From an optimization exercise on the open Yosys and OpenROAD flow, aimed at a short achievable clock period and few clock cycles; shortcuts taken in it are not production practice. Only simulation tests tie the RTL to the original design; equivalence was not proved. No activity file was given, so power comes from the tool's default toggle rates.

==> design/flow/design.v <==
`default_nettype none
package mips_pkg;
	typedef logic [31:0] word_t;
	typedef logic [4:0]  reg_addr_t;
	typedef logic [5:0]  opcode_t;
	typedef logic [5:0]  funct_t;
	typedef logic [4:0]  shamt_t;
	typedef enum logic [3:0] {
		ALU_ADD,
		ALU_SUB,
		ALU_AND,
		ALU_OR,
		ALU_XOR,
		ALU_SLT,
		ALU_SLTU,
		ALU_SLL,
		ALU_SRL,
		ALU_LUI
	} alu_op_t;
	typedef struct packed {
		logic sub;     
		logic sum;
		logic and_;
		logic or_;
		logic xor_;
		logic slt;
		logic sltu;
		logic sll;
		logic srl;
		logic pass;    
	} alu_sel_t;
	typedef enum logic [2:0] {
		PC_SEQ,
		PC_BEQ,
		PC_BNE,
		PC_JUMP,
		PC_REG    
	} next_pc_t;
	typedef struct packed {
		alu_op_t  alu_op;
		next_pc_t next_pc;
		logic     reg_write;
		logic     reg_dst_rd;    
		logic     alu_src_imm;
		logic     mem_read;
		logic     mem_write;
		logic     mem_to_reg;
	} ctrl_t;
	localparam opcode_t OP_SPECIAL = 6'h00;
	localparam opcode_t OP_J       = 6'h02;
	localparam opcode_t OP_BEQ     = 6'h04;
	localparam opcode_t OP_BNE     = 6'h05;
	localparam opcode_t OP_ADDIU   = 6'h09;
	localparam opcode_t OP_SLTI    = 6'h0a;
	localparam opcode_t OP_ANDI    = 6'h0c;
	localparam opcode_t OP_ORI     = 6'h0d;
	localparam opcode_t OP_XORI    = 6'h0e;
	localparam opcode_t OP_LUI     = 6'h0f;
	localparam opcode_t OP_LW      = 6'h23;
	localparam opcode_t OP_SW      = 6'h2b;
	localparam funct_t FN_SLL  = 6'h00;
	localparam funct_t FN_SRL  = 6'h02;
	localparam funct_t FN_JR   = 6'h08;
	localparam funct_t FN_ADDU = 6'h21;
	localparam funct_t FN_SUBU = 6'h23;
	localparam funct_t FN_AND  = 6'h24;
	localparam funct_t FN_OR   = 6'h25;
	localparam funct_t FN_XOR  = 6'h26;
	localparam funct_t FN_SLT  = 6'h2a;
	localparam funct_t FN_SLTU = 6'h2b;
	localparam word_t HALT_ADDRESS = 32'h0000_0000;
endpackage
`default_nettype wire
`timescale 1ns/1ps
`default_nettype none
module mips_decoder (
	input  mips_pkg::word_t     instruction,
	output mips_pkg::alu_sel_t  alu_sel,
	output mips_pkg::reg_addr_t rs,
	output mips_pkg::reg_addr_t rt,
	output mips_pkg::reg_addr_t wa,          
	output logic                use_imm,     
	output mips_pkg::word_t     imm,         
	output logic                uses_rs,
	output logic                uses_rt,
	output logic                is_load,
	output logic                is_store,
	output logic                is_beq,
	output logic                is_bne,
	output logic                is_j,
	output logic                is_jr
);
	mips_pkg::opcode_t   opcode;
	mips_pkg::funct_t    funct;
	mips_pkg::reg_addr_t rd;
	mips_pkg::alu_op_t   alu_op;
	logic                we;
	logic                dst_rd;
	logic                zext;
	logic                lui;
	assign opcode = instruction[31:26];
	assign rs     = instruction[25:21];
	assign rt     = instruction[20:16];
	assign rd     = instruction[15:11];
	assign funct  = instruction[5:0];
	assign alu_sel.sub  = alu_op == mips_pkg::ALU_SUB || alu_op == mips_pkg::ALU_SLT ||
	                      alu_op == mips_pkg::ALU_SLTU;
	assign alu_sel.sum  = alu_op == mips_pkg::ALU_ADD || alu_op == mips_pkg::ALU_SUB;
	assign alu_sel.and_ = alu_op == mips_pkg::ALU_AND;
	assign alu_sel.or_  = alu_op == mips_pkg::ALU_OR;
	assign alu_sel.xor_ = alu_op == mips_pkg::ALU_XOR;
	assign alu_sel.slt  = alu_op == mips_pkg::ALU_SLT;
	assign alu_sel.sltu = alu_op == mips_pkg::ALU_SLTU;
	assign alu_sel.sll  = alu_op == mips_pkg::ALU_SLL;
	assign alu_sel.srl  = alu_op == mips_pkg::ALU_SRL;
	assign alu_sel.pass = alu_op == mips_pkg::ALU_LUI;
	assign imm = lui  ? {instruction[15:0], 16'h0000} :
	             zext ? {16'h0000, instruction[15:0]} :
	                    {{16{instruction[15]}}, instruction[15:0]};
	assign wa  = !we ? 5'd0 : dst_rd ? rd : rt;
	always_comb begin
		alu_op   = mips_pkg::ALU_ADD;
		we       = 1'b0;
		dst_rd   = 1'b0;
		use_imm  = 1'b0;
		zext     = 1'b0;
		lui      = 1'b0;
		uses_rs  = 1'b0;
		uses_rt  = 1'b0;
		is_load  = 1'b0;
		is_store = 1'b0;
		is_beq   = 1'b0;
		is_bne   = 1'b0;
		is_j     = 1'b0;
		is_jr    = 1'b0;
		case (opcode)
			mips_pkg::OP_SPECIAL: begin
				dst_rd  = 1'b1;
				we      = 1'b1;
				uses_rs = 1'b1;
				uses_rt = 1'b1;
				case (funct)
					mips_pkg::FN_ADDU: alu_op = mips_pkg::ALU_ADD;
					mips_pkg::FN_SUBU: alu_op = mips_pkg::ALU_SUB;
					mips_pkg::FN_AND:  alu_op = mips_pkg::ALU_AND;
					mips_pkg::FN_OR:   alu_op = mips_pkg::ALU_OR;
					mips_pkg::FN_XOR:  alu_op = mips_pkg::ALU_XOR;
					mips_pkg::FN_SLT:  alu_op = mips_pkg::ALU_SLT;
					mips_pkg::FN_SLTU: alu_op = mips_pkg::ALU_SLTU;
					mips_pkg::FN_SLL: begin
						alu_op  = mips_pkg::ALU_SLL;
						uses_rs = 1'b0;
					end
					mips_pkg::FN_SRL: begin
						alu_op  = mips_pkg::ALU_SRL;
						uses_rs = 1'b0;
					end
					mips_pkg::FN_JR: begin
						we      = 1'b0;
						uses_rt = 1'b0;
						is_jr   = 1'b1;
					end
					default: begin
						we      = 1'b0;
						uses_rs = 1'b0;
						uses_rt = 1'b0;
					end
				endcase
			end
			mips_pkg::OP_ADDIU, mips_pkg::OP_SLTI, mips_pkg::OP_LUI,
			mips_pkg::OP_ANDI, mips_pkg::OP_ORI, mips_pkg::OP_XORI: begin
				we      = 1'b1;
				use_imm = 1'b1;
				uses_rs = 1'b1;
				case (opcode)
					mips_pkg::OP_SLTI: alu_op = mips_pkg::ALU_SLT;
					mips_pkg::OP_LUI: begin
						alu_op  = mips_pkg::ALU_LUI;
						lui     = 1'b1;
						uses_rs = 1'b0;
					end
					mips_pkg::OP_ANDI: alu_op = mips_pkg::ALU_AND;
					mips_pkg::OP_ORI:  alu_op = mips_pkg::ALU_OR;
					mips_pkg::OP_XORI: alu_op = mips_pkg::ALU_XOR;
					default:           alu_op = mips_pkg::ALU_ADD;
				endcase
				zext = (opcode == mips_pkg::OP_ANDI) || (opcode == mips_pkg::OP_ORI) ||
				       (opcode == mips_pkg::OP_XORI);
			end
			mips_pkg::OP_LW: begin
				we      = 1'b1;
				use_imm = 1'b1;
				uses_rs = 1'b1;
				is_load = 1'b1;
			end
			mips_pkg::OP_SW: begin
				use_imm  = 1'b1;
				uses_rs  = 1'b1;
				uses_rt  = 1'b1;
				is_store = 1'b1;
			end
			mips_pkg::OP_BEQ: begin
				uses_rs = 1'b1;
				uses_rt = 1'b1;
				is_beq  = 1'b1;
			end
			mips_pkg::OP_BNE: begin
				uses_rs = 1'b1;
				uses_rt = 1'b1;
				is_bne  = 1'b1;
			end
			mips_pkg::OP_J: is_j = 1'b1;
			default: ;
		endcase
		if (!we || (dst_rd ? rd : rt) == 5'd0) begin
			we = 1'b0;
		end
	end
endmodule
`default_nettype wire
`timescale 1ns/1ps
`default_nettype none
module mips_alu (
	input  mips_pkg::word_t   a,
	input  mips_pkg::word_t   b,
	input  mips_pkg::shamt_t  shamt,
	input  mips_pkg::alu_sel_t sel,
	output mips_pkg::word_t   result
);
	mips_pkg::word_t bb;
	mips_pkg::word_t g [6];
	mips_pkg::word_t p [6];
	mips_pkg::word_t carry;
	mips_pkg::word_t sum;
	logic            cout;
	logic            signed_lt;
	logic            unsigned_lt;
	assign bb = sel.sub ? ~b : b;
	assign p[0] = a ^ bb;
	assign g[0] = {(a[31:1] & bb[31:1]), (a[0] & bb[0]) | (p[0][0] & sel.sub)};
	for (genvar l = 1; l < 6; l++) begin : g_level
		localparam int D = 1 << (l - 1);
		for (genvar i = 0; i < 32; i++) begin : g_bit
			if (i >= D) begin : g_merge
				assign g[l][i] = g[l-1][i] | (p[l-1][i] & g[l-1][i-D]);
				assign p[l][i] = p[l-1][i] & p[l-1][i-D];
			end else begin : g_pass
				assign g[l][i] = g[l-1][i];
				assign p[l][i] = p[l-1][i];
			end
		end
	end
	assign carry = {g[5][30:0], sel.sub};
	assign sum   = p[0] ^ carry;
	assign cout  = g[5][31];
	assign signed_lt   = (a[31] ^ b[31]) ? a[31] : sum[31];
	assign unsigned_lt = !cout;
	assign result = ({32{sel.sum}}  & sum) |
	                ({32{sel.and_}} & (a & b)) |
	                ({32{sel.or_}}  & (a | b)) |
	                ({32{sel.xor_}} & (a ^ b)) |
	                ({32{sel.sll}}  & (b << shamt)) |
	                ({32{sel.srl}}  & (b >> shamt)) |
	                ({32{sel.pass}} & b) |
	                {31'd0, (sel.slt & signed_lt) | (sel.sltu & unsigned_lt)};
endmodule
`default_nettype wire
`timescale 1ns/1ps
`default_nettype none
module mips_register_file (
	input  logic                clk,
	input  logic                write_enable,    
	input  mips_pkg::reg_addr_t read_addr_a,
	input  mips_pkg::reg_addr_t read_addr_b,
	input  mips_pkg::reg_addr_t write_addr,      
	input  mips_pkg::word_t     write_data,
	output mips_pkg::word_t     read_data_a,
	output mips_pkg::word_t     read_data_b,
	output mips_pkg::word_t     register_v0
);
	mips_pkg::word_t regs [32];
	mips_pkg::word_t raw_a;
	mips_pkg::word_t raw_b;
	always_ff @(posedge clk) begin
		if (write_enable && (write_addr != 5'd0)) begin
			regs[write_addr] <= write_data;
		end
	end
	assign raw_a = (read_addr_a == 5'd0) ? '0 : regs[read_addr_a];
	assign raw_b = (read_addr_b == 5'd0) ? '0 : regs[read_addr_b];
	assign read_data_a = (write_addr != 5'd0 && write_addr == read_addr_a) ? write_data : raw_a;
	assign read_data_b = (write_addr != 5'd0 && write_addr == read_addr_b) ? write_data : raw_b;
	assign register_v0 = regs[2];
endmodule
`default_nettype wire
`timescale 1ns/1ps
`default_nettype none
module mips_pc #(
	parameter mips_pkg::word_t RESET_VECTOR = 32'hBFC0_0000
) (
	input  logic            clk,
	input  logic            reset,
	input  logic            advance,         
	input  logic            hold,            
	input  logic            is_jr,
	input  mips_pkg::word_t jr_target,
	input  logic            is_j,
	input  logic            branch_taken,
	input  logic [25:0]     jump_index,
	input  logic [15:0]     offset,
	output mips_pkg::word_t pc,
	output mips_pkg::word_t pc_plus4,
	output mips_pkg::word_t branch_target,
	output mips_pkg::word_t jump_target
);
	mips_pkg::word_t pc_next;
	assign pc_plus4      = pc + 32'd4;
	assign branch_target = pc_plus4 + {{14{offset[15]}}, offset, 2'b00};
	assign jump_target   = {pc_plus4[31:28], jump_index, 2'b00};
	always_comb begin
		if (hold)               pc_next = pc;
		else if (is_jr)         pc_next = jr_target;
		else if (is_j)          pc_next = jump_target;
		else if (branch_taken)  pc_next = branch_target;
		else                    pc_next = pc_plus4;
	end
	always_ff @(posedge clk) begin
		if (reset) begin
			pc <= RESET_VECTOR;
		end else if (advance) begin
			pc <= pc_next;
		end
	end
endmodule
`default_nettype wire
`timescale 1ns/1ps
`default_nettype none
module mips_cpu_harvard #(
	parameter mips_pkg::word_t RESET_VECTOR = 32'hBFC0_0000
) (
	input  logic        clk,
	input  logic        reset,
	output logic        active,
	output logic [31:0] register_v0,
	input  logic        clk_enable,
	output logic [31:0] instr_address,
	input  logic [31:0] instr_readdata,
	output logic [31:0] data_address,
	output logic        data_write,
	output logic        data_read,
	output logic [31:0] data_writedata,
	input  logic [31:0] data_readdata
);
	logic advance;
	mips_pkg::alu_sel_t  f_alu_sel;
	mips_pkg::reg_addr_t f_rs;
	mips_pkg::reg_addr_t f_rt;
	mips_pkg::reg_addr_t f_wa;
	logic                f_use_imm;
	mips_pkg::word_t     f_imm;
	logic                f_uses_rs;
	logic                f_uses_rt;
	logic                f_ld;
	logic                f_st;
	logic                f_beq;
	logic                f_bne;
	logic                f_j;
	logic                f_jr;
	logic                f_pred;
	logic                f_stall;
	logic                f_enter;
	mips_pkg::word_t     f_a;
	mips_pkg::word_t     f_b;
	mips_pkg::word_t     f_pc4;
	mips_pkg::word_t     f_btarget;
	mips_pkg::word_t     f_jtarget;
	logic                f_fwd_a;
	logic                f_fwd_b;
	mips_pkg::word_t     f_a_fwd;
	mips_pkg::word_t     f_b_fwd;
	mips_pkg::alu_sel_t  e_alu_sel;
	mips_pkg::word_t     e_a;
	mips_pkg::word_t     e_b;        
	mips_pkg::word_t     e_opb;      
	mips_pkg::shamt_t    e_shamt;
	mips_pkg::reg_addr_t e_wa;
	logic                e_ld;
	logic                e_st;
	logic                e_beq;
	logic                e_bne;
	logic                e_j;
	logic                e_jr;
	logic                e_taken;
	mips_pkg::word_t     e_target;
	mips_pkg::word_t     x_result;
	logic                x_halt;
	mips_pkg::word_t     m_result;
	mips_pkg::word_t     m_sd;
	mips_pkg::reg_addr_t m_wa;
	logic                m_rd;
	logic                m_wr;
	mips_pkg::word_t     m_wdata;
	assign advance = clk_enable && active;
	mips_decoder u_decoder (
		.instruction (instr_readdata),
		.alu_sel     (f_alu_sel),
		.rs          (f_rs),
		.rt          (f_rt),
		.wa          (f_wa),
		.use_imm     (f_use_imm),
		.imm         (f_imm),
		.uses_rs     (f_uses_rs),
		.uses_rt     (f_uses_rt),
		.is_load     (f_ld),
		.is_store    (f_st),
		.is_beq      (f_beq),
		.is_bne      (f_bne),
		.is_j        (f_j),
		.is_jr       (f_jr)
	);
	assign f_pred  = (f_beq || f_bne) && (f_beq == (f_a_fwd == f_b_fwd));
	assign f_stall = e_ld && (e_wa != 5'd0) &&
	                 ((f_uses_rs && e_wa == f_rs) || (f_uses_rt && e_wa == f_rt));
	assign f_enter = !f_stall;
	assign m_wdata = m_rd ? data_readdata : m_result;
	assign f_fwd_a = !e_ld && e_wa != 5'd0 && e_wa == f_rs;
	assign f_fwd_b = !e_ld && e_wa != 5'd0 && e_wa == f_rt;
	assign f_a_fwd = f_fwd_a ? x_result : f_a;
	assign f_b_fwd = f_fwd_b ? x_result : f_b;
	mips_register_file u_register_file (
		.clk          (clk),
		.write_enable (advance && !reset),
		.read_addr_a  (f_rs),
		.read_addr_b  (f_rt),
		.write_addr   (m_wa),
		.write_data   (m_wdata),
		.read_data_a  (f_a),
		.read_data_b  (f_b),
		.register_v0  (register_v0)
	);
	mips_pc #(
		.RESET_VECTOR (RESET_VECTOR)
	) u_pc (
		.clk           (clk),
		.reset         (reset),
		.advance       (advance),
		.hold          (f_stall),
		.is_jr         (f_jr),
		.jr_target     (f_a_fwd),
		.is_j          (f_j),
		.branch_taken  (f_pred),
		.jump_index    (instr_readdata[25:0]),
		.offset        (instr_readdata[15:0]),
		.pc            (instr_address),
		.pc_plus4      (f_pc4),
		.branch_target (f_btarget),
		.jump_target   (f_jtarget)
	);
	always_ff @(posedge clk) begin
		if (reset) begin
			e_wa  <= 5'd0;
			e_ld  <= 1'b0;
			e_st  <= 1'b0;
			e_beq <= 1'b0;
			e_bne <= 1'b0;
			e_j   <= 1'b0;
			e_jr  <= 1'b0;
		end else if (advance) begin
			e_wa  <= f_enter ? f_wa  : 5'd0;
			e_ld  <= f_enter && f_ld;
			e_st  <= f_enter && f_st;
			e_beq <= f_enter && f_beq;
			e_bne <= f_enter && f_bne;
			e_j   <= f_enter && f_j;
			e_jr  <= f_enter && f_jr;
		end
	end
	always_ff @(posedge clk) begin
		if (advance) begin
			e_alu_sel <= f_alu_sel;
			e_a       <= f_a_fwd;
			e_b       <= f_b_fwd;
			e_opb     <= f_use_imm ? f_imm : f_b_fwd;
			e_shamt   <= instr_readdata[10:6];
			e_taken   <= f_pred;
			e_target  <= f_j ? f_jtarget : f_btarget;
		end
	end
	mips_alu u_alu (
		.a      (e_a),
		.b      (e_opb),
		.shamt  (e_shamt),
		.sel    (e_alu_sel),
		.result (x_result)
	);
	assign x_halt = (e_jr && e_a == '0) || ((e_taken || e_j) && e_target == '0);
	always_ff @(posedge clk) begin
		if (reset) begin
			active <= 1'b1;
		end else if (advance && x_halt) begin
			active <= 1'b0;    
		end
	end
	always_ff @(posedge clk) begin
		if (reset) begin
			m_wa <= 5'd0;
			m_rd <= 1'b0;
			m_wr <= 1'b0;
		end else if (advance) begin
			m_wa <= e_wa;
			m_rd <= e_ld;
			m_wr <= e_st;
		end
	end
	always_ff @(posedge clk) begin
		if (advance) begin
			m_result <= x_result;
			m_sd     <= e_b;
		end
	end
	assign data_address   = m_result;    
	assign data_writedata = m_sd;
	assign data_read      = m_rd && !reset;
	assign data_write     = m_wr && !reset;
endmodule
`default_nettype wire
==> design/flow/flow/run.sh <==
#!/bin/bash
set -uo pipefail
bash standard.sh SETUP_SLACK_MARGIN=6.3 finish > standard.log 2>&1
==> design/flow/standard.sh <==
#!/bin/bash
# synth_recipe.tcl (not shown) runs the flow's synth.tcl, then flattens the netlist and writes it again
# the make line also repeats each setting of config.mk as NAME=value (left out here)
make -C /OpenROAD-flow-scripts/flow DESIGN_CONFIG=/design/flow/config.mk WORK_HOME=/design/flow/orfs CLKGATE_MAP_FILE= SYNTH_SCRIPT=/design/flow/synth_recipe.tcl "${@:-finish}"
==> design/flow/config.mk <==
export PLATFORM = sky130hd
export DESIGN_NAME = mips_cpu_harvard
export DESIGN_NICKNAME = mips_cpu_harvard
export VERILOG_FILES = /design/flow/design.v
export SDC_FILE = /design/flow/constraint.sdc
export NUM_CORES = 4
export LEC_CHECK = 0
export ABC_CLOCK_PERIOD_IN_PS = 4000
export CAP_MARGIN = 20
export CORE_MARGIN = 2
export CORE_UTILIZATION = 40
export PLACE_DENSITY = 0.6
export SETUP_SLACK_MARGIN = 5
export SLEW_MARGIN = 20
==> design/flow/constraint.sdc <==
create_clock -name core_clock -period 11.0 [get_ports {clk}]
set_input_delay 2.2000 -clock core_clock [delete_from_list [all_inputs] [get_ports {clk}]]
set_output_delay 2.2000 -clock core_clock [all_outputs]
set_load 0.01 [all_outputs]
==> summary.txt, run 1 <==
Floorplan
  • Site Rows: 155
  • I/O pins: 198
  • Die area: 0.182 mm²
  • Die height: 426 µm
  • Die X: 426 µm
  • Core area: 0.178 mm²
  • Initial Utilization: 40.1%

Hold path
  • Hold Path Class: flip-flop to flip-flop

STA
  • WHS: 415 ps
  • Rel. slew slack: 22.5%
  • Final worst setup slack: 5170 ps
  • Final Skew: 57.4 ps
  • Tightest Pin Transition: 1130 ps
  • Final setup viols: 0
  • Fmax achieved: 0.171 GHz
  • Final hold vios: 0
  • RSZ-0062 raised after global routing: true
  • Minimum clock period: 5830 ps
  • Post-Route Setup TNS: 0 ps
  • Fin. max-slew vios: 0
  • Final worst path period share: 53.0%

Placed design
  • Post-DP Area: 0.0764 mm²
  • Routability cong.: 0.981
  • Pre-CTS setup slack: 2480 ps
  • Dpl hpwl: 197000 µm
  • Port bufs: 197

Clock tree
  • Clock sinks: 1281
  • Clock-pin slew on the worst setup and hold paths: 60 ps
  • Total CTS buffers: 142
  • Clk latency of the worst-skew pair: 840 ps
  • H-tree depth: 4
  • CTS tree: yes
  • Clock tree buffer depth: 3
  • CTS Hold Bufs: 0
  • Root buf cell: clkbuf_16

Detailed routing
  • Vias per Instance: 6.84
  • Routed WL: 313000 µm
  • Total number of vias: 54800
  • Drc violations: 0
  • ANT nets after route: 0
  • Drt pass-1 iters: 6
  • Avg WL per Cell: 39.0 µm
  • Iter 0 DRT Violations: 8519

Logic synthesis
  • Most frequent cells after synthesis: edfxtp_1 (1232), mux4_2 (501), nand2_1 (386)
  • Synth Area per Inst: 13.8 µm²
  • Ys async rst share: 0%
  • Post-synth cell types: 110
  • Top post-synthesis cells by area: edfxtp_1 (52%), mux4_2 (16%), mux2i_1 (5.0%)
  • Cell Area, Synth: 0.0713 mm²
  • Synth warn: 7
  • Synth Flop Type: edfxtp_1
  • Post-synth top area share: 51.9%
  • #FFs+latches synth: 1281
  • Synth area leader: edfxtp_1
  • Register area share after synthesis: 53.2%
  • Most numerous cell in the Yosys netlist: edfxtp_1
  • Cells after Synth: 5175
  • Post-synth EDFFs: 1232

Cells and area
  • Final instance area: 0.0858 mm²
  • Nets: 5742
  • Layout cells sized above 1: 26.2%
  • Area growth from synthesis to layout: 20.2%
  • Filler cell count: 15200

Power and ir drop
  • VDD IR max: 0.148 mV
  • Leak: 29.6 nW
  • Pwr per Cell Area: 152 mW/mm²
  • Total power: 13.0 mW

Run
  • Maxcap violations: 0

Global routing
  • Vias in the first global route: 51800
  • Initial antenna violation count: 20
  • Pin count of the biggest net entering global routing: 109
  • Total Routing Usage GR: 33.5%
  • Gr ovfl total: 0
  • First-pass GRT wire length: 421000 µm

Status
  • Outcome: no timing/DRC/antenna violations

Critical path
  • Arr. time, crit path: 6570 ps
  • CP Max Fanout: 7
  • Critical path required time: 11740 ps
  • Kind of critical path: input pin to flip-flop
  • Crit. End Element: flip-flop
  • Startpoint type of the worst setup path: input pin
## stage by stage
step           util, %  std cells
6_report          48.2       8015
5_1_grt           48.2       8006
4_1_cts           47.6       7948
3_5_place_dp      42.9       7525
3_3_place_gp      42.9       7522
2_1_floorplan        -       5206
## layout make-up
type | count | area [µm²] | area share (%)
inverter | 145 | 592 | 0.690
sequential | 1281 | 38000 | 44.3
clock buffer | 185 | 3840 | 4.48
timing repair inverter | 5 | 28.8 | 0.0336
timing repair buffer | 574 | 6960 | 8.11
clock inverter | 69 | 450 | 0.525
antenna | 10 | 25.0 | 0.0292
tap | 2355 | 2950 | 3.44
multi-input combinational | 3391 | 32900 | 38.4
## layout by cell type (no fill, tap or decap), types with 23 or more instances in the layout
master,n
nand3_1,91
xnor2_1,62
inv_1,135
clkbuf_1,35
nand2b_1,32
a221oi_1,62
nand2_1,379
clkinv_1,32
ha_1,123
xor2_1,85
nor2b_1,26
mux2_2,46
nor3_1,43
conb_1,32
mux4_2,501
a31oi_1,31
nand4_1,41
buf_4,242
a21o_1,33
buf_16,44
buf_6,33
dfxtp_1,42
a22oi_1,97
edfxtp_1,1232
nor2_4,42
o22ai_1,55
clkdlybuf4s50_1,164
bufbuf_16,23
clkbuf_16,158
o21ai_0,165
o211ai_1,45
mux2i_1,324
buf_12,27
a21oi_1,200
nor2_1,254
## where the power goes
part | internal (mW) | switching (mW)
combinational | 0.975 | 1.75
sequential | 5.63 | 0.126
clock | 2.49 | 2.04
## worst max-delay path, cell delays in order
cell       delay, ps
bufbuf_16        300
buf_4            170
mux4_2           500
mux2i_1          460
o22ai_1          200
nor4_2           550
o22ai_2          270
xor2_1           230
nor4_2           320
and4b_2          380
nand3_4          120
and2_4           260
buf_12           150
mux2_4           300
a41oi_2          130
## sequential cells by signal, summed over array words and instances (netlist names), 5 cells and up
signal,flops
e_a,32
e_shamt,5
m_result,32
e_opb,32
e_b,32
u_register_file.regs,1024
m_sd,32
u_pc.pc,32
e_wa,5
e_target,32
e_alu_sel,10
m_wa,5
## metal layers
layer / vias to the layer above / global-route usage [%] / wire (µm)
met5: - / 0.212 / 92
met4: 14 / 23.4 / 27500
met3: 1139 / 9.57 / 38600
met2: 4429 / 50.9 / 139000
met1: 27800 / 41.1 / 108000
li1: 21500 / - / -
## what timing repair did
item | 4_1_cts | 5_1_grt
setup buffers | 126 | 44
endpoints found under the setup margin | 922 | 114
gates cloned | 43 | 13
pin swaps | 78 | 54
resized for setup | 453 | 108
## cells by family (layout without fill, tap and decap cells)
logic type / count (synthesis) / after routing / synth area share (%)
AO/OA/AOI/OAI: 1056 / 1056 / 10.2
XOR/XNOR: 154 / 154 / 1.89
adder cells (fa/ha/maj): 135 / 135 / 2.39
buffers and inverters: 537 / 978 / 3.51
flip-flops: 1281 / 1281 / 53.2
multiplexers: 910 / 910 / 21.7
other: 1 / 42 / 0.00526
AND/OR/NAND/NOR: 1101 / 1104 / 7.13
## final timing paths
path | to | from | cells after the start | slack (ps)
max | u_pc.pc[10]$_SDFFE_PP0P_ | instr_readdata[21] | 15 | 5170
min | m_sd[23]$_DFFE_PP_ | e_b[23]$_DFFE_PP_ | 0 | 420
max reg2reg | u_pc.pc[30]$_SDFFE_PP0P_ | e_alu_sel[9]$_DFFE_PP_ | 19 | 5250
min reg2reg | m_sd[23]$_DFFE_PP_ | e_b[23]$_DFFE_PP_ | 0 | 420
Testbench counts, summed over its fixed seeds: cycles 36,006.
==> run 2: changes to the inputs <==
--- a/design/flow/design.v
+++ b/design/flow/design.v
@@ -280,5 +280,4 @@
 );
-	mips_pkg::word_t regs [32];
-	mips_pkg::word_t raw_a;
-	mips_pkg::word_t raw_b;
+	mips_pkg::word_t regs [1:31];
+	mips_pkg::word_t view [32];
 	always_ff @(posedge clk) begin
@@ -288,6 +287,8 @@
 	end
-	assign raw_a = (read_addr_a == 5'd0) ? '0 : regs[read_addr_a];
-	assign raw_b = (read_addr_b == 5'd0) ? '0 : regs[read_addr_b];
-	assign read_data_a = (write_addr != 5'd0 && write_addr == read_addr_a) ? write_data : raw_a;
-	assign read_data_b = (write_addr != 5'd0 && write_addr == read_addr_b) ? write_data : raw_b;
+	assign view[0] = '0;
+	for (genvar i = 1; i < 32; i++) begin : g_view
+		assign view[i] = regs[i];
+	end
+	assign read_data_a = view[read_addr_a];
+	assign read_data_b = view[read_addr_b];
 	assign register_v0 = regs[2];
@@ -315,3 +316,6 @@
 );
-	mips_pkg::word_t pc_next;
+	mips_pkg::word_t pc_other;     
+	mips_pkg::word_t pc_branch;    
+	logic            take_branch;
+	assign pc = take_branch ? pc_branch : pc_other;
 	assign pc_plus4      = pc + 32'd4;
@@ -319,14 +323,17 @@
 	assign jump_target   = {pc_plus4[31:28], jump_index, 2'b00};
-	always_comb begin
-		if (hold)               pc_next = pc;
-		else if (is_jr)         pc_next = jr_target;
-		else if (is_j)          pc_next = jump_target;
-		else if (branch_taken)  pc_next = branch_target;
-		else                    pc_next = pc_plus4;
-	end
 	always_ff @(posedge clk) begin
 		if (reset) begin
-			pc <= RESET_VECTOR;
+			pc_other    <= RESET_VECTOR;
+			take_branch <= 1'b0;
 		end else if (advance) begin
-			pc <= pc_next;
+			if (hold)       pc_other <= pc;
+			else if (is_jr) pc_other <= jr_target;
+			else if (is_j)  pc_other <= jump_target;
+			else            pc_other <= pc_plus4;
+			take_branch <= branch_taken && !hold;
+		end
+	end
+	always_ff @(posedge clk) begin
+		if (advance) begin
+			pc_branch <= branch_target;
 		end
@@ -378,2 +385,4 @@
 	logic                f_fwd_b;
+	logic                f_byp_a;
+	logic                f_byp_b;
 	mips_pkg::word_t     f_a_fwd;
@@ -427,4 +436,10 @@
 	assign f_fwd_b = !e_ld && e_wa != 5'd0 && e_wa == f_rt;
-	assign f_a_fwd = f_fwd_a ? x_result : f_a;
-	assign f_b_fwd = f_fwd_b ? x_result : f_b;
+	assign f_byp_a = m_wa != 5'd0 && m_wa == f_rs;
+	assign f_byp_b = m_wa != 5'd0 && m_wa == f_rt;
+	assign f_a_fwd = ({32{f_fwd_a}} & x_result) |
+	                 ({32{!f_fwd_a && f_byp_a}} & m_wdata) |
+	                 ({32{!f_fwd_a && !f_byp_a}} & f_a);
+	assign f_b_fwd = ({32{f_fwd_b}} & x_result) |
+	                 ({32{!f_fwd_b && f_byp_b}} & m_wdata) |
+	                 ({32{!f_fwd_b && !f_byp_b}} & f_b);
 	mips_register_file u_register_file (
==> run 2 against run 1 <==
Register-to-register slack hardly changed; critical endpoint is now e_taken$_DFFE_PP_; wire length is 24% higher; non-clock buffer count is 154 higher; global-route usage is 10 points higher; synthesized area is 6.4% lower; largest cell class unchanged; clock power is 7.7% higher; highest routed layer unchanged; synthesized cell count is 11% higher; still clean.
==> summary.txt, run 2 <==
Status
  • Outcome: no timing/DRC/antenna violations

Power and ir drop
  • Sw Share: 30.5%
  • Total power: 13.3 mW
  • Clock share of power: 36.7%
  • Flop pwr share: 43.7%
  • P_sw: 4.06 mW
  • Pwr per Cell Area: 161 mW/mm²
  • Int Power: 9.24 mW
  • Leak: 29.3 nW
  • VDD IR max: 0.196 mV
  • Combinational Power Share: 19.6%

STA
  • Fmax achieved: 0.167 GHz
  • Final hold vios: 0
  • Final Skew: 67.2 ps
  • Rel. slew slack: 17.5%
  • Final setup viols: 0
  • Post-Route Setup TNS: 0 ps
  • Fin. max-slew vios: 0
  • Tightest Pin Transition: 1230 ps
  • RSZ-0062 raised after global routing: true
  • Minimum clock period: 5970 ps
  • Final worst path period share: 54.3%
  • WHS: 420 ps

Hold path
  • Min-delay src: e_b[8]$_DFFE_PP_
  • Worst Hold Endpoint: m_sd[8]$_DFFE_PP_
  • Hold Path Class: flip-flop to flip-flop
  • Hold path cells: 0

Floorplan
  • Die X: 413 µm
  • Die area: 0.170 mm²
  • Core area: 0.165 mm²
  • Site Rows: 149
  • I/O pins: 198
  • Initial Utilization: 40.4%
  • Die height: 413 µm

Cells and area
  • Layout cells sized above 1: 20.2%
  • Most flop-heavy register: u_register_file.regs
  • Non-Filler Instances: 8504
  • Nets: 6376
  • Filler cell count: 14500
  • Most common cell after layout, fill and taps aside: edfxtp_1
  • Area growth from synthesis to layout: 23.9%
  • Most frequent cells in the layout: edfxtp_1 (1232), a22oi_1 (660), nand2_1 (483), buf_4 (372), nor2_1 (242)
  • Max reg flops: 992

Run
  • Maxcap violations: 0

Critical path
  • R2R depth: 17
  • CP Max Fanout: 20
  • Critical path required time: 11570 ps
  • Kind of critical path: input pin to flip-flop
  • Startpoint type of the worst setup path: input pin
  • Worst r2r src: e_shamt[2]$_DFFE_PP_
  • Flop2flop setup slack: 5240 ps
  • RR Endpoint: e_taken$_DFFE_PP_
  • Arr. time, crit path: 6540 ps
  • Crit. End Element: flip-flop

Clock tree
  • Clock sinks: 1282
  • Total CTS buffers: 141
  • Root buf cell: clkbuf_16
  • CTS tree: yes
  • Clock-pin slew on the worst setup and hold paths: 60 ps
  • Clock tree buffer depth: 3
  • H-tree depth: 4
  • Clk latency of the worst-skew pair: 850 ps

Logic synthesis
  • Synth Area per Inst: 11.6 µm²
  • Synth Flop Type: edfxtp_1
  • Post-synth cell types: 84
  • Most numerous cell in the Yosys netlist: edfxtp_1
  • #FFs+latches synth: 1282
  • Cells after Synth: 5733
  • Cell Area, Synth: 0.0668 mm²
  • Synth area leader: edfxtp_1
  • Most frequent cells after synthesis: edfxtp_1 (1232), a22oi_1 (675), nand2_1 (488)
  • Ys async rst share: 0%
  • Synth warn: 8
  • Post-synth top area share: 55.4%
  • Post-synth EDFFs: 1232
  • Register area share after synthesis: 56.9%
  • Top post-synthesis cells by area: edfxtp_1 (55%), a22oi_1 (7.6%), nand2_1 (2.7%)

Placed design
  • Port bufs: 197
  • Routability cong.: 1.03
  • Dpl hpwl: 236000 µm
  • Placed insts: 7884

Detailed routing
  • Routed WL: 387000 µm
  • Drt pass-1 iters: 10
  • ANT nets after route: 0
  • Total number of vias: 63100
  • Vias per Instance: 7.42
  • Drc violations: 0
  • Avg WL per Cell: 45.5 µm
  • Iter 0 DRT Violations: 12900

Global routing
  • Vias in the first global route: 58200
  • First-pass GRT wire length: 505000 µm
  • Pin count of the biggest net entering global routing: 95
  • Gr ovfl total: 0
  • Initial antenna violation count: 31
  • Total Routing Usage GR: 43.8%
==> run 2: power groups by stage <==
| stage | clock (mW) | sequential (mW) | combinational (mW) |
|---|---|---|---|
| after floorplan | 0 | 5.83 | 1.22 |
| after global placement | 0 | 5.92 | 2.19 |
| after detailed placement | 0 | 5.92 | 2.19 |
| after CTS | 4.88 | 5.82 | 2.38 |
| after global routing | 5.07 | 5.82 | 2.67 |
| final | 4.88 | 5.82 | 2.61 |
==> run 2: cells by family (layout without fill, tap and decap cells) <==
family	after synthesis	in the layout	share of synthesized area, %
DFF	1282	1282	56.9
and+or+nand+nor	1673	1679	12.3
AOI/OAI and AO/OA	1657	1657	18.2
adders and majority gates	135	135	2.55
buffers and inverters	600	1153	3.61
muxes	235	235	4.39
other	0	23	0
xor gates and xnor gates	151	151	1.98
==> run 2: worst max path at each step <==
stage                                            end  slack (ps)               start
2_1_floorplan  u_register_file.regs[13][0]$_DFFE_PP_        5360          clk_enable
3_3_place_gp                       e_taken$_DFFE_PP_        2500  instr_readdata[22]
3_5_place_dp                       e_taken$_DFFE_PP_        2480  instr_readdata[22]
4_1_cts                            e_taken$_DFFE_PP_        5160  instr_readdata[20]
5_1_grt                            e_taken$_DFFE_PP_        5060  instr_readdata[19]
6_report                           e_taken$_DFFE_PP_        5030  instr_readdata[17]
==> run 2: stage by stage <==
stage               cell area [µm²]  setup WS [ps]  util [%]
floorplan                     67500           5360         -
global placement              72200           2500      43.7
detailed placement            72300           2480      43.7
CTS                           81000           5160      49.0
global route                  82700           5060      50.0
finish                        82700           5030      50.0
==> run 2: cell type report <==
cell class	instances	area [µm²]	area share (%)
clock inverters	99	1040	1.26
diodes	23	57.6	0.0696
repair inverters	1	5.00	0.00605
well taps	2189	2740	3.31
clock buffers	162	3620	4.37
repair buffers	728	7770	9.40
multi-input cells	3857	28900	34.9
inverters	163	627	0.758
flip-flops and latches	1282	38000	45.9
==> run 2: layer usage <==
metal | track usage (%) | part of all wire (%) | up-vias
met3 | 17.7 | 15 | 2106
li1 | - | - | 23600
met1 | 52.0 | 33 | 30800
met4 | 33.3 | 10 | 28
met5 | 1.38 | 0.13 | -
met2 | 63.0 | 41 | 6530
==> run 2: critical path, stage by stage <==
cell	delay, ps
buf_16	130
buf_4	190
or2_4	330
buf_4	170
nor2_4	220
buf_4	510
a22oi_1	160
nand4_1	130
or3_1	170
o31ai_4	140
a22o_4	320
xor2_2	210
a2111oi_4	370
nand4b_1	310
nor4_4	300
nand4_1	170
nor4_2	180
xnor2_1	190
nor2_1	90
==> run 2: what timing repair did <==
item                       in CTS  in global routing
gates resized for setup       434                140
setup buffers                 210                 88
hold endpoints to repair        0                  0
hold buffers                    0                  0
cloned                         25                 11
setup endpoints to repair     252                149
pin swaps                      93                 63
Testbench counts of run 2, summed over its fixed seeds: cycles 36,006.
==> run 3: changes to the inputs <==
--- a/design/flow/design.v
+++ b/design/flow/design.v
@@ -304,7 +304,7 @@
 	input  logic            advance,         
+	input  logic            redirect,        
+	input  mips_pkg::word_t redirect_pc,
 	input  logic            hold,            
-	input  logic            is_jr,
-	input  mips_pkg::word_t jr_target,
 	input  logic            is_j,
-	input  logic            branch_taken,
+	input  logic            predict_taken,
 	input  logic [25:0]     jump_index,
@@ -313,9 +313,12 @@
 	output mips_pkg::word_t pc_plus4,
-	output mips_pkg::word_t branch_target,
-	output mips_pkg::word_t jump_target
+	output mips_pkg::word_t branch_target
 );
-	mips_pkg::word_t pc_other;     
-	mips_pkg::word_t pc_branch;    
+	mips_pkg::word_t pc_seq;         
+	mips_pkg::word_t pc_branch;      
+	mips_pkg::word_t pc_redirect;    
 	logic            take_branch;
-	assign pc = take_branch ? pc_branch : pc_other;
+	logic            take_redirect;
+	mips_pkg::word_t jump_target;
+	assign pc = take_redirect ? pc_redirect :
+	            take_branch   ? pc_branch   : pc_seq;
 	assign pc_plus4      = pc + 32'd4;
@@ -325,10 +328,11 @@
 		if (reset) begin
-			pc_other    <= RESET_VECTOR;
-			take_branch <= 1'b0;
+			pc_seq        <= RESET_VECTOR;
+			take_branch   <= 1'b0;
+			take_redirect <= 1'b0;
 		end else if (advance) begin
-			if (hold)       pc_other <= pc;
-			else if (is_jr) pc_other <= jr_target;
-			else if (is_j)  pc_other <= jump_target;
-			else            pc_other <= pc_plus4;
-			take_branch <= branch_taken && !hold;
+			if (hold)      pc_seq <= pc;
+			else if (is_j) pc_seq <= jump_target;
+			else           pc_seq <= pc_plus4;
+			take_branch   <= predict_taken && !hold;
+			take_redirect <= redirect;
 		end
@@ -337,3 +341,4 @@
 		if (advance) begin
-			pc_branch <= branch_target;
+			pc_branch   <= branch_target;
+			pc_redirect <= redirect_pc;
 		end
@@ -361,12 +366,3 @@
 	logic advance;
-	mips_pkg::alu_sel_t  f_alu_sel;
-	mips_pkg::reg_addr_t f_rs;
-	mips_pkg::reg_addr_t f_rt;
-	mips_pkg::reg_addr_t f_wa;
-	logic                f_use_imm;
-	mips_pkg::word_t     f_imm;
-	logic                f_uses_rs;
-	logic                f_uses_rt;
-	logic                f_ld;
-	logic                f_st;
+	mips_pkg::opcode_t   f_op;
 	logic                f_beq;
@@ -374,17 +370,40 @@
 	logic                f_j;
-	logic                f_jr;
 	logic                f_pred;
-	logic                f_stall;
-	logic                f_enter;
-	mips_pkg::word_t     f_a;
-	mips_pkg::word_t     f_b;
 	mips_pkg::word_t     f_pc4;
 	mips_pkg::word_t     f_btarget;
-	mips_pkg::word_t     f_jtarget;
-	logic                f_fwd_a;
-	logic                f_fwd_b;
-	logic                f_byp_a;
-	logic                f_byp_b;
-	mips_pkg::word_t     f_a_fwd;
-	mips_pkg::word_t     f_b_fwd;
+	logic                d_valid;
+	mips_pkg::word_t     d_ir;
+	mips_pkg::word_t     d_pc4;
+	mips_pkg::word_t     d_btarget;
+	logic                d_pred;
+	mips_pkg::alu_sel_t  d_alu_sel;
+	mips_pkg::reg_addr_t d_rs;
+	mips_pkg::reg_addr_t d_rt;
+	mips_pkg::reg_addr_t d_wa;
+	logic                d_use_imm;
+	mips_pkg::word_t     d_imm;
+	logic                d_uses_rs;
+	logic                d_uses_rt;
+	logic                d_ld;
+	logic                d_st;
+	logic                d_beq;
+	logic                d_bne;
+	logic                d_j;
+	logic                d_jr;
+	mips_pkg::word_t     d_jtarget;
+	mips_pkg::word_t     d_ra;
+	mips_pkg::word_t     d_rb;
+	logic                d_fwd_a;
+	logic                d_fwd_b;
+	logic                d_byp_a;
+	logic                d_byp_b;
+	mips_pkg::word_t     d_a;
+	mips_pkg::word_t     d_b;
+	logic                d_stall;
+	logic                d_enter;
+	logic                d_eq;
+	logic                d_taken;
+	logic                d_redirect;
+	mips_pkg::word_t     d_redirect_pc;
+	logic                d_halt;
 	mips_pkg::alu_sel_t  e_alu_sel;
@@ -394,13 +413,7 @@
 	mips_pkg::shamt_t    e_shamt;
-	mips_pkg::reg_addr_t e_wa;
+	mips_pkg::reg_addr_t e_wa;       
 	logic                e_ld;
 	logic                e_st;
-	logic                e_beq;
-	logic                e_bne;
-	logic                e_j;
-	logic                e_jr;
-	logic                e_taken;
-	mips_pkg::word_t     e_target;
+	logic                e_halt;
 	mips_pkg::word_t     x_result;
-	logic                x_halt;
 	mips_pkg::word_t     m_result;
@@ -412,45 +425,9 @@
 	assign advance = clk_enable && active;
-	mips_decoder u_decoder (
-		.instruction (instr_readdata),
-		.alu_sel     (f_alu_sel),
-		.rs          (f_rs),
-		.rt          (f_rt),
-		.wa          (f_wa),
-		.use_imm     (f_use_imm),
-		.imm         (f_imm),
-		.uses_rs     (f_uses_rs),
-		.uses_rt     (f_uses_rt),
-		.is_load     (f_ld),
-		.is_store    (f_st),
-		.is_beq      (f_beq),
-		.is_bne      (f_bne),
-		.is_j        (f_j),
-		.is_jr       (f_jr)
-	);
-	assign f_pred  = (f_beq || f_bne) && (f_beq == (f_a_fwd == f_b_fwd));
-	assign f_stall = e_ld && (e_wa != 5'd0) &&
-	                 ((f_uses_rs && e_wa == f_rs) || (f_uses_rt && e_wa == f_rt));
-	assign f_enter = !f_stall;
-	assign m_wdata = m_rd ? data_readdata : m_result;
-	assign f_fwd_a = !e_ld && e_wa != 5'd0 && e_wa == f_rs;
-	assign f_fwd_b = !e_ld && e_wa != 5'd0 && e_wa == f_rt;
-	assign f_byp_a = m_wa != 5'd0 && m_wa == f_rs;
-	assign f_byp_b = m_wa != 5'd0 && m_wa == f_rt;
-	assign f_a_fwd = ({32{f_fwd_a}} & x_result) |
-	                 ({32{!f_fwd_a && f_byp_a}} & m_wdata) |
-	                 ({32{!f_fwd_a && !f_byp_a}} & f_a);
-	assign f_b_fwd = ({32{f_fwd_b}} & x_result) |
-	                 ({32{!f_fwd_b && f_byp_b}} & m_wdata) |
-	                 ({32{!f_fwd_b && !f_byp_b}} & f_b);
-	mips_register_file u_register_file (
-		.clk          (clk),
-		.write_enable (advance && !reset),
-		.read_addr_a  (f_rs),
-		.read_addr_b  (f_rt),
-		.write_addr   (m_wa),
-		.write_data   (m_wdata),
-		.read_data_a  (f_a),
-		.read_data_b  (f_b),
-		.register_v0  (register_v0)
-	);
+	assign f_op   = instr_readdata[31:26];
+	assign f_beq  = f_op == mips_pkg::OP_BEQ;
+	assign f_bne  = f_op == mips_pkg::OP_BNE;
+	assign f_j    = f_op == mips_pkg::OP_J;
+	assign f_pred = ((f_beq || f_bne) && instr_readdata[15]) ||
+	                (f_beq && instr_readdata[25:21] == instr_readdata[20:16]) ||
+	                (f_bne && instr_readdata[25:21] != instr_readdata[20:16]);
 	mips_pc #(
@@ -461,7 +438,7 @@
 		.advance       (advance),
-		.hold          (f_stall),
-		.is_jr         (f_jr),
-		.jr_target     (f_a_fwd),
+		.redirect      (d_redirect),
+		.redirect_pc   (d_redirect_pc),
+		.hold          (d_stall),
 		.is_j          (f_j),
-		.branch_taken  (f_pred),
+		.predict_taken (f_pred),
 		.jump_index    (instr_readdata[25:0]),
@@ -470,22 +447,79 @@
 		.pc_plus4      (f_pc4),
-		.branch_target (f_btarget),
-		.jump_target   (f_jtarget)
+		.branch_target (f_btarget)
+	);
+	always_ff @(posedge clk) begin
+		if (reset) begin
+			d_valid <= 1'b0;
+		end else if (advance && !d_stall) begin
+			d_valid <= !d_redirect;
+		end
+	end
+	always_ff @(posedge clk) begin
+		if (advance && !d_stall) begin
+			d_ir      <= instr_readdata;
+			d_pc4     <= f_pc4;
+			d_btarget <= f_btarget;
+			d_pred    <= f_pred;
+		end
+	end
+	mips_decoder u_decoder (
+		.instruction (d_ir),
+		.alu_sel     (d_alu_sel),
+		.rs          (d_rs),
+		.rt          (d_rt),
+		.wa          (d_wa),
+		.use_imm     (d_use_imm),
+		.imm         (d_imm),
+		.uses_rs     (d_uses_rs),
+		.uses_rt     (d_uses_rt),
+		.is_load     (d_ld),
+		.is_store    (d_st),
+		.is_beq      (d_beq),
+		.is_bne      (d_bne),
+		.is_j        (d_j),
+		.is_jr       (d_jr)
+	);
+	assign m_wdata = m_rd ? data_readdata : m_result;
+	mips_register_file u_register_file (
+		.clk          (clk),
+		.write_enable (advance && !reset),
+		.read_addr_a  (d_rs),
+		.read_addr_b  (d_rt),
+		.write_addr   (m_wa),
+		.write_data   (m_wdata),
+		.read_data_a  (d_ra),
+		.read_data_b  (d_rb),
+		.register_v0  (register_v0)
 	);
+	assign d_fwd_a = !e_ld && e_wa != 5'd0 && e_wa == d_rs;
+	assign d_fwd_b = !e_ld && e_wa != 5'd0 && e_wa == d_rt;
+	assign d_byp_a = m_wa != 5'd0 && m_wa == d_rs;
+	assign d_byp_b = m_wa != 5'd0 && m_wa == d_rt;
+	assign d_a = ({32{d_fwd_a}} & x_result) |
+	             ({32{!d_fwd_a && d_byp_a}} & m_wdata) |
+	             ({32{!d_fwd_a && !d_byp_a}} & d_ra);
+	assign d_b = ({32{d_fwd_b}} & x_result) |
+	             ({32{!d_fwd_b && d_byp_b}} & m_wdata) |
+	             ({32{!d_fwd_b && !d_byp_b}} & d_rb);
+	assign d_stall = d_valid && e_ld && e_wa != 5'd0 &&
+	                 ((d_uses_rs && e_wa == d_rs) || (d_uses_rt && e_wa == d_rt));
+	assign d_enter = d_valid && !d_stall;
+	assign d_eq      = d_a == d_b;
+	assign d_taken   = (d_beq && d_eq) || (d_bne && !d_eq);
+	assign d_jtarget = {d_pc4[31:28], d_ir[25:0], 2'b00};
+	assign d_redirect    = d_enter && (d_jr || ((d_beq || d_bne) && d_taken != d_pred));
+	assign d_redirect_pc = d_jr ? d_a : d_taken ? d_btarget : d_pc4;
+	assign d_halt = (d_jr && d_a == '0) || (d_taken && d_btarget == '0) ||
+	                (d_j && d_jtarget == '0);
 	always_ff @(posedge clk) begin
 		if (reset) begin
-			e_wa  <= 5'd0;
-			e_ld  <= 1'b0;
-			e_st  <= 1'b0;
-			e_beq <= 1'b0;
-			e_bne <= 1'b0;
-			e_j   <= 1'b0;
-			e_jr  <= 1'b0;
+			e_wa   <= 5'd0;
+			e_ld   <= 1'b0;
+			e_st   <= 1'b0;
+			e_halt <= 1'b0;
 		end else if (advance) begin
-			e_wa  <= f_enter ? f_wa  : 5'd0;
-			e_ld  <= f_enter && f_ld;
-			e_st  <= f_enter && f_st;
-			e_beq <= f_enter && f_beq;
-			e_bne <= f_enter && f_bne;
-			e_j   <= f_enter && f_j;
-			e_jr  <= f_enter && f_jr;
+			e_wa   <= d_enter ? d_wa : 5'd0;
+			e_ld   <= d_enter && d_ld;
+			e_st   <= d_enter && d_st;
+			e_halt <= d_enter && d_halt;
 		end
@@ -494,9 +528,7 @@
 		if (advance) begin
-			e_alu_sel <= f_alu_sel;
-			e_a       <= f_a_fwd;
-			e_b       <= f_b_fwd;
-			e_opb     <= f_use_imm ? f_imm : f_b_fwd;
-			e_shamt   <= instr_readdata[10:6];
-			e_taken   <= f_pred;
-			e_target  <= f_j ? f_jtarget : f_btarget;
+			e_alu_sel <= d_alu_sel;
+			e_a       <= d_a;
+			e_b       <= d_b;
+			e_opb     <= d_use_imm ? d_imm : d_b;
+			e_shamt   <= d_ir[10:6];
 		end
@@ -510,3 +542,2 @@
 	);
-	assign x_halt = (e_jr && e_a == '0) || ((e_taken || e_j) && e_target == '0);
 	always_ff @(posedge clk) begin
@@ -514,3 +545,3 @@
 			active <= 1'b1;
-		end else if (advance && x_halt) begin
+		end else if (advance && e_halt) begin
 			active <= 1'b0;    
==> run 3 against run 2 <==
Still clean on timing, DRC and antenna; sequential power rose by 7.2%; combinational power increased by 2%; sequential share of layout area increased by 1.3 points; worst hold slack got worse by 26 ps; global-route usage shrank 4.5 points; critical path depth shrank 1; sequential cell count increased by 95; first-iteration DRC count rose by 11%; core utilization down 0.78 points; critical path type is now flip-flop to flip-flop.
==> summary.txt, run 3 <==
Status
  • Outcome: no timing/DRC/antenna violations

Global routing
  • Pin count of the biggest net entering global routing: 138
  • Total Routing Usage GR: 39.2%
  • Vias in the first global route: 60200
  • First-pass GRT wire length: 490000 µm
  • Gr ovfl total: 0
  • Initial antenna violation count: 24

Clock tree
  • Clock sinks: 1377
  • Clock-pin slew on the worst setup and hold paths: 70 ps
  • CTS tree: yes
  • Total CTS buffers: 152
  • H-tree depth: 4
  • Root buf cell: clkbuf_16
  • CTS Hold Bufs: 0
  • Clk latency of the worst-skew pair: 860 ps
  • Clock tree buffer depth: 3

Critical path
  • Crit. End Element: flip-flop
  • Worst setup endpoint: u_pc.pc_redirect[2]$_DFFE_PP_
  • Flop2flop setup slack: 5250 ps
  • RR Endpoint: u_pc.pc_redirect[2]$_DFFE_PP_
  • R2R depth: 18
  • CP Max Fanout: 23
  • Startpoint type of the worst setup path: flip-flop
  • Arr. time, crit path: 6280 ps
  • Crit path launch: d_ir[23]$_DFFE_PP_
  • Critical path required time: 11530 ps
  • Kind of critical path: flip-flop to flip-flop
  • Worst r2r src: d_ir[23]$_DFFE_PP_

STA
  • Rel. slew slack: 16.5%
  • Tightest Pin Transition: 1240 ps
  • Final Skew: 81.5 ps
  • RSZ-0062 raised after global routing: true
  • WHS: 394 ps
  • Post-Route Setup TNS: 0 ps
  • Final worst path period share: 52.2%
  • Final hold vios: 0
  • Fmax achieved: 0.174 GHz
  • Minimum clock period: 5750 ps
  • Final setup viols: 0
  • Fin. max-slew vios: 0

Logic synthesis
  • Synth Flop Type: edfxtp_1
  • Most numerous cell in the Yosys netlist: edfxtp_1
  • Post-synth EDFFs: 1326
  • Synth Area per Inst: 11.9 µm²
  • Cells after Synth: 5907
  • Post-synth top area share: 56.5%
  • Synth warn: 8
  • Synth area leader: edfxtp_1
  • Post-synth cell types: 97
  • #FFs+latches synth: 1377
  • Register area share after synthesis: 58.0%
  • Cell Area, Synth: 0.0705 mm²
  • Top post-synthesis cells by area: edfxtp_1 (57%), a22oi_1 (7.3%), mux4_2 (2.4%)
  • Most frequent cells after synthesis: edfxtp_1 (1326), a22oi_1 (681), nand2_1 (396)
  • Ys async rst share: 0%

Floorplan
  • I/O pins: 198
  • Initial Utilization: 40.1%
  • Site Rows: 154
  • Die X: 424 µm
  • Die height: 424 µm
  • Core area: 0.176 mm²
  • Die area: 0.180 mm²

Placed design
  • Port bufs: 197
  • Dpl hpwl: 213000 µm
  • Routability cong.: 1.04
  • Post-DP Area: 0.0761 mm²

Detailed routing
  • Total number of vias: 64800
  • Routed WL: 368000 µm
  • Iter 0 DRT Violations: 14300
  • Avg WL per Cell: 41.8 µm
  • Drt pass-1 iters: 14
  • Drc violations: 0
  • Vias per Instance: 7.35
  • ANT nets after route: 0

Power and ir drop
  • Leak: 30.3 nW
  • VDD IR max: 0.133 mV
  • Total power: 14.3 mW
  • Pwr per Cell Area: 166 mW/mm²

Run
  • Maxcap violations: 0

Cells and area
  • Most frequent cells in the layout: edfxtp_1 (1326), a22oi_1 (679), buf_4 (402), nand2_1 (390), nor2_1 (279)
  • Area growth from synthesis to layout: 22.7%
  • Most flop-heavy register: u_register_file.regs
  • Nets: 6533
  • Final instance area: 0.0864 mm²
  • Layout cells sized above 1: 20.0%
  • Final core occ: 49.2%
  • Max reg flops: 992
  • Most common cell after layout, fill and taps aside: edfxtp_1

Hold path
  • Hold Path Class: flip-flop to flip-flop
[run 3: critical path, stage by stage (launching register included)]
cell and delay [ps]:
edfxtp_1 420, buf_12 200, or3b_4 530, nor2_4 480, buf_6 490, a22oi_1 170, nand2_1 130, nor3_1 60
a21oi_1 910, a21oi_1 260, o22ai_1 280, o2111ai_2 150, nor3_4 220, buf_12 160, mux2i_4 250, buf_12 160
buf_12 160, mux2i_1 240, a21oi_1 100
[run 3: layer usage]
layer	up-vias	global-route usage, %	wire length [µm]
met5	-	0.215	546
met4	22	30.5	38200
met3	2162	17.2	59800
met2	6940	55.8	150000
met1	31300	46.1	120000
li1	24400	-	-
[run 3: final cells by class]
class / count / area, µm²
fill: 15200 / 89100
sequential: 1377 / 40800
multi-input combinational: 3941 / 29900
timing repair buffer: 706 / 6870
clock buffer: 180 / 3960
tap: 2340 / 2930
clock inverter: 98 / 1280
inverter: 152 / 606
antenna: 17 / 42.5
timing repair inverter: 1 / 5.00
[run 3: cell families (layout without fill, tap and decap cells)]
kind of cell / count (synthesis) / count (layout) / synth area share (%)
AND/OR/NAND/NOR: 1770 / 1771 / 12.6
flip-flops: 1377 / 1377 / 58.0
multiplexers: 234 / 235 / 4.72
buffers and inverters: 591 / 1137 / 3.45
other: 0 / 17 / 0
XOR/XNOR: 152 / 152 / 1.91
adder cells (fa/ha/maj): 135 / 135 / 2.42
AO/OA/AOI/OAI: 1648 / 1648 / 16.9
[run 3: worst min-delay path by stage]
stage                            from                 end  slack [ps]  cells past startpoint
CTS                  e_b[5]$_DFFE_PP_   m_sd[5]$_DFFE_PP_         390                      0
global placement     e_b[7]$_DFFE_PP_   m_sd[7]$_DFFE_PP_         400                      0
global route         e_b[5]$_DFFE_PP_   m_sd[5]$_DFFE_PP_         400                      0
floorplan            e_b[0]$_DFFE_PP_   m_sd[0]$_DFFE_PP_         400                      0
detailed placement  e_b[19]$_DFFE_PP_  m_sd[19]$_DFFE_PP_         400                      0
finish               e_b[5]$_DFFE_PP_   m_sd[5]$_DFFE_PP_         390                      0
[run 3: power by group]
| part | internal [mW] | switching, mW |
|---|---|---|
| combinational | 0.870 | 1.78 |
| sequential | 6.09 | 0.144 |
| clock | 3.09 | 2.35 |
| total | 10.0 | 4.28 |
[run 3: stage by stage]
stage / std cells / setup WS (ps)
2_1_floorplan: 5907 / 5820
3_3_place_gp: 8203 / 3000
3_5_place_dp: 8206 / 3350
4_1_cts: 8715 / 5480
5_1_grt: 8799 / 5270
6_report: 8812 / 5250
[run 3: timing repair]
action	4_1_cts	5_1_grt
endpoints found under the setup margin	170	243
gates cloned	12	6
pin swaps	91	71
gates resized for setup	396	157
buffers inserted	219	73
Testbench counts of run 3, summed over its fixed seeds: cycles 37,145.
==> run 4: changes to the inputs <==
--- a/design/flow/design.v
+++ b/design/flow/design.v
@@ -484,3 +484,3 @@
 		.clk          (clk),
-		.write_enable (advance && !reset),
+		.write_enable (advance),    
 		.read_addr_a  (d_rs),
@@ -510,3 +510,3 @@
 	assign d_redirect    = d_enter && (d_jr || ((d_beq || d_bne) && d_taken != d_pred));
-	assign d_redirect_pc = d_jr ? d_a : d_taken ? d_btarget : d_pc4;
+	assign d_redirect_pc = d_jr ? d_a : d_pred ? d_pc4 : d_btarget;
 	assign d_halt = (d_jr && d_a == '0) || (d_taken && d_btarget == '0) ||
==> run 4 against run 3 <==
Global-route usage increased by 1.4 points; die area grew 1.2%; setup slack improved by 80 ps; first-iteration DRC count is 1.4% lower; wire length up 3.5%; maximum frequency increased by 1.4%; register-to-register slack improved by 80 ps; synthesized cell count increased by 2.7%; via count up 1.1%; sequential power hardly changed; non-clock buffer count fell by 77.
==> summary.txt, run 4 <==
Cells and area
  • Most common cell after layout, fill and taps aside: edfxtp_1
  • Max reg flops: 992
  • Layout cells sized above 1: 17.8%
  • Most flop-heavy register: u_register_file.regs
  • Nets: 6595
  • Filler cell count: 15600
  • Most frequent cells in the layout: edfxtp_1 (1326), a22oi_1 (611), nand2_1 (390), nand3_1 (353), buf_4 (345)
  • Area growth from synthesis to layout: 20.2%
  • Non-Filler Instances: 8871

Critical path
  • Most frequent CP cell: buf_4
  • Startpoint type of the worst setup path: flip-flop
  • Arr. time, crit path: 6400 ps
  • Crit path cell chain: buf_4 > buf_12 > nand3b_1 > buf_4 > nor2_4 > buf_4 > a22oi_1 > nand3_1 > nor4_4 > o221ai_1 > xnor2_1 > o31ai_1 > or4_1 > nor4_2 > nand4_1 > nor4_4 > buf_4 > and3_1 > o21ai_1 > a21bo_2 > and2_1
  • Kind of critical path: flip-flop to flip-flop
  • Critical path required time: 11730 ps
  • Crit path launch: d_ir[18]$_DFFE_PP_
  • Critical path's slowest cell: buf_4
  • Max stage delay on crit path: 700 ps
  • Crit. End Element: flip-flop
  • CP Max Fanout: 20
  • Worst r2r src: d_ir[18]$_DFFE_PP_

Logic synthesis
  • Post-synth top area share: 55.8%
  • Top post-synthesis cells by area: edfxtp_1 (56%), a22oi_1 (6.5%), nand3_1 (2.5%)
  • #FFs+latches synth: 1377
  • Post-synth cell types: 108
  • Synth Flop Type: edfxtp_1
  • Complex-gate fraction of the synthesized area: 15.9%
  • Largest family of logic cells by synthesized area: compound AO/OA/AOI/OAI gates
  • Synth area leader: edfxtp_1
  • Area share of and/or/nand/nor cells after synthesis: 14.5%
  • Most numerous cell in the Yosys netlist: edfxtp_1
  • Synth Area per Inst: 11.7 µm²
  • Mux cell area share after synthesis: 4.68%
  • Register area share after synthesis: 57.3%
  • Most frequent cells after synthesis: edfxtp_1 (1326), a22oi_1 (614), nand2_1 (396)
  • Post-Synth Adder-Cell Area: 2.39%
  • Post-synth EDFFs: 1326
  • Cell Area, Synth: 0.0713 mm²
  • Ys async rst share: 0%
  • Synth warn: 8
  • Cells after Synth: 6069
  • XOR/XNOR share of the synthesized area: 1.78%

Global routing
  • Total Routing Usage GR: 40.6%
  • Vias in the first global route: 60100
  • First-pass GRT wire length: 507000 µm
  • Initial antenna violation count: 42
  • Pin count of the biggest net entering global routing: 90
  • Gr ovfl total: 0

Detailed routing
  • Iter 0 DRT Violations: 14100
  • WL met2: 157000 µm
  • Avg WL per Cell: 42.9 µm
  • Drt pass-1 iters: 9
  • Met3 WL post-DR: 59700 µm
  • Routed metal-1 wire length: 127000 µm
  • ANT nets after route: 0
  • Routed WL: 381000 µm
  • Vias per Instance: 7.39
  • Max layer used: met5
  • Total number of vias: 65600
  • Drc violations: 0

STA
  • Final setup viols: 0
  • Fin. max-slew vios: 0
  • WHS: 390 ps
  • Post-Route Setup TNS: 0 ps
  • Final hold vios: 0
  • RSZ-0062 raised after global routing: true
  • Minimum clock period: 5670 ps
  • Final worst path period share: 51.5%
  • Fmax achieved: 0.176 GHz
  • Tightest Pin Transition: 1250 ps
  • Rel. slew slack: 16.1%
  • Final Skew: 70.0 ps

Placed design
  • Dpl hpwl: 227000 µm
  • Routability cong.: 0.996
  • Port bufs: 197
  • Placed insts: 8360

Clock tree
  • Total CTS buffers: 152
  • Clk latency of the worst-skew pair: 850 ps
  • Root buf cell: clkbuf_16
  • H-tree depth: 4
  • Clock sinks: 1377
  • CTS tree: yes
  • Clock-pin slew on the worst setup and hold paths: 60 ps
  • Clock tree buffer depth: 3

Floorplan
  • I/O pins: 198
  • Site Rows: 154
  • Initial Utilization: 40.4%
  • Die height: 426 µm
  • Die area: 0.182 mm²
  • Die X: 426 µm
  • Core area: 0.177 mm²

Status
  • Outcome: no timing/DRC/antenna violations

Hold path
  • Min-delay src: e_b[16]$_DFFE_PP_
  • Hold Path Class: flip-flop to flip-flop

Run
  • Maxcap violations: 0

Power and ir drop
  • VDD IR max: 0.160 mV
  • Leak: 30.0 nW
  • Total power: 14.0 mW
  • Pwr per Cell Area: 164 mW/mm²
run 4: cell types whose count changed in the layout (fill, tap and decap cells not counted), sizes merged, moves of 17 or more:
cell / previous run / this run
a21oi: 253 / 210
a22o: 53 / 36
a22oi: 682 / 614
and3: 248 / 287
buf: 501 / 429
clkbuf: 185 / 202
mux2: 45 / 64
mux2i: 116 / 153
mux4: 74 / 49
nand3: 272 / 358
nand4: 127 / 173
o211ai: 45 / 25
run 4: per-layer routing:
metal  vias to the layer above  track usage (%)
met5                         -            0.688
met4                        36             30.7
met3                      2046             17.1
met2                      6701             57.7
met1                     32000             48.7
li1                      24800                -
run 4: path summary, 6_finish.rpt:
kind | end | slack, ps | cells past startpoint
setup / recovery | d_valid$_SDFFE_PP0P_ | 5330 | 21
hold / removal | m_sd[16]$_DFFE_PP_ | 390 | 0
setup reg to reg | d_valid$_SDFFE_PP0P_ | 5330 | 21
hold reg to reg | m_sd[16]$_DFFE_PP_ | 390 | 0
run 4: what timing repair did:
item / CTS / global route
hold buffers: 0 / 0
pin swaps: 86 / 60
endpoints found under the setup margin: 536 / 182
setup buffers: 151 / 52
gates resized for setup: 360 / 126
gates cloned: 14 / 2
run 4: kinds of logic after synthesis:
family	after synthesis
AO/OA/AOI/OAI	1535
multiplexers	264
XOR/XNOR	145
AND/OR/NAND/NOR	1998
buffers and inverters	615
adder cells (fa/ha/maj)	135
flip-flops	1377
run 4: critical path: cells and delay by family (launching register included):
family,cells,cell delay [ps]
and+or+nand+nor,10,2500
buffers and inverters,5,1390
xor gates and xnor gates,1,180
DFF,1,380
AOI/OAI and AO/OA,5,1020
run 4: report_power, final:
| group | internal [mW] | switching, mW | total, mW |
|---|---|---|---|
| Clock | 2.84 | 2.30 | 5.14 |
| Sequential | 6.08 | 0.171 | 6.25 |
| Combinational | 0.874 | 1.77 | 2.65 |
run 4: cell type report:
cell class              instances  area (µm²)  share of cell area, %
diodes                         23        57.6                 0.0671
clock buffers                 197        4060                   4.73
clock inverters                72         811                  0.946
inverters                     150         588                  0.686
multi-input cells            4080       30400                   35.5
flip-flops and latches       1377       40800                   47.7
well taps                    2340        2930                   3.42
repair buffers                629        6020                   7.02
repair inverters                3        15.0                 0.0175
run 4: metrics by stage:
stage	utilization [%]	setup slack, ps	area [µm²]
after CTS	47.9	5500	84600
after floorplan	-	5120	71500
after global routing	48.5	5330	85700
final	48.5	5330	85700
after global placement	43.4	3770	76800
after detailed placement	43.5	3870	76800
Testbench counts of run 4, summed over its fixed seeds: cycles 37,145.

separate check: timing with driven ports:
The flow's constraints put no driver on any port. The routed layouts listed below were extracted and timed again, unchanged, in two steps. Step 1, drivers: a clkbuf_16 drives clk and a buf_2 each remaining input, both assumed. Step 2 moves the port delays by t, midway between the first and last clock arrival at a register: inputs arrive t later, outputs are due t later. That takes back most of the time a late clock gives input paths. a / b / c = ideal ports / drivers / drivers and shift; a / b = the first two.
| run | t, ns | setup slack, ns | clock arrival spread, ns | worst slew at a driven data input, ns |
|---|---|---|---|---|
| run 1 | 0.901 | 5.168 / 4.878 / 3.977 | 0.060 / 0.060 | 0.43 |
| run 2 | 0.910 | 5.028 / 5.004 / 4.094 | 0.067 / 0.068 | 0.25 |
| run 3 | 0.922 | 5.253 / 5.253 / 4.530 | 0.083 / 0.083 | 0.06 |
| run 4 | 0.904 | 5.333 / 5.333 / 4.611 | 0.073 / 0.072 | 0.06 |
After both steps every run listed still meets setup and hold. For run 1, which loses most, drivers alone change the setup slack by -0.290 ns; drivers and shift together by -1.191 ns.
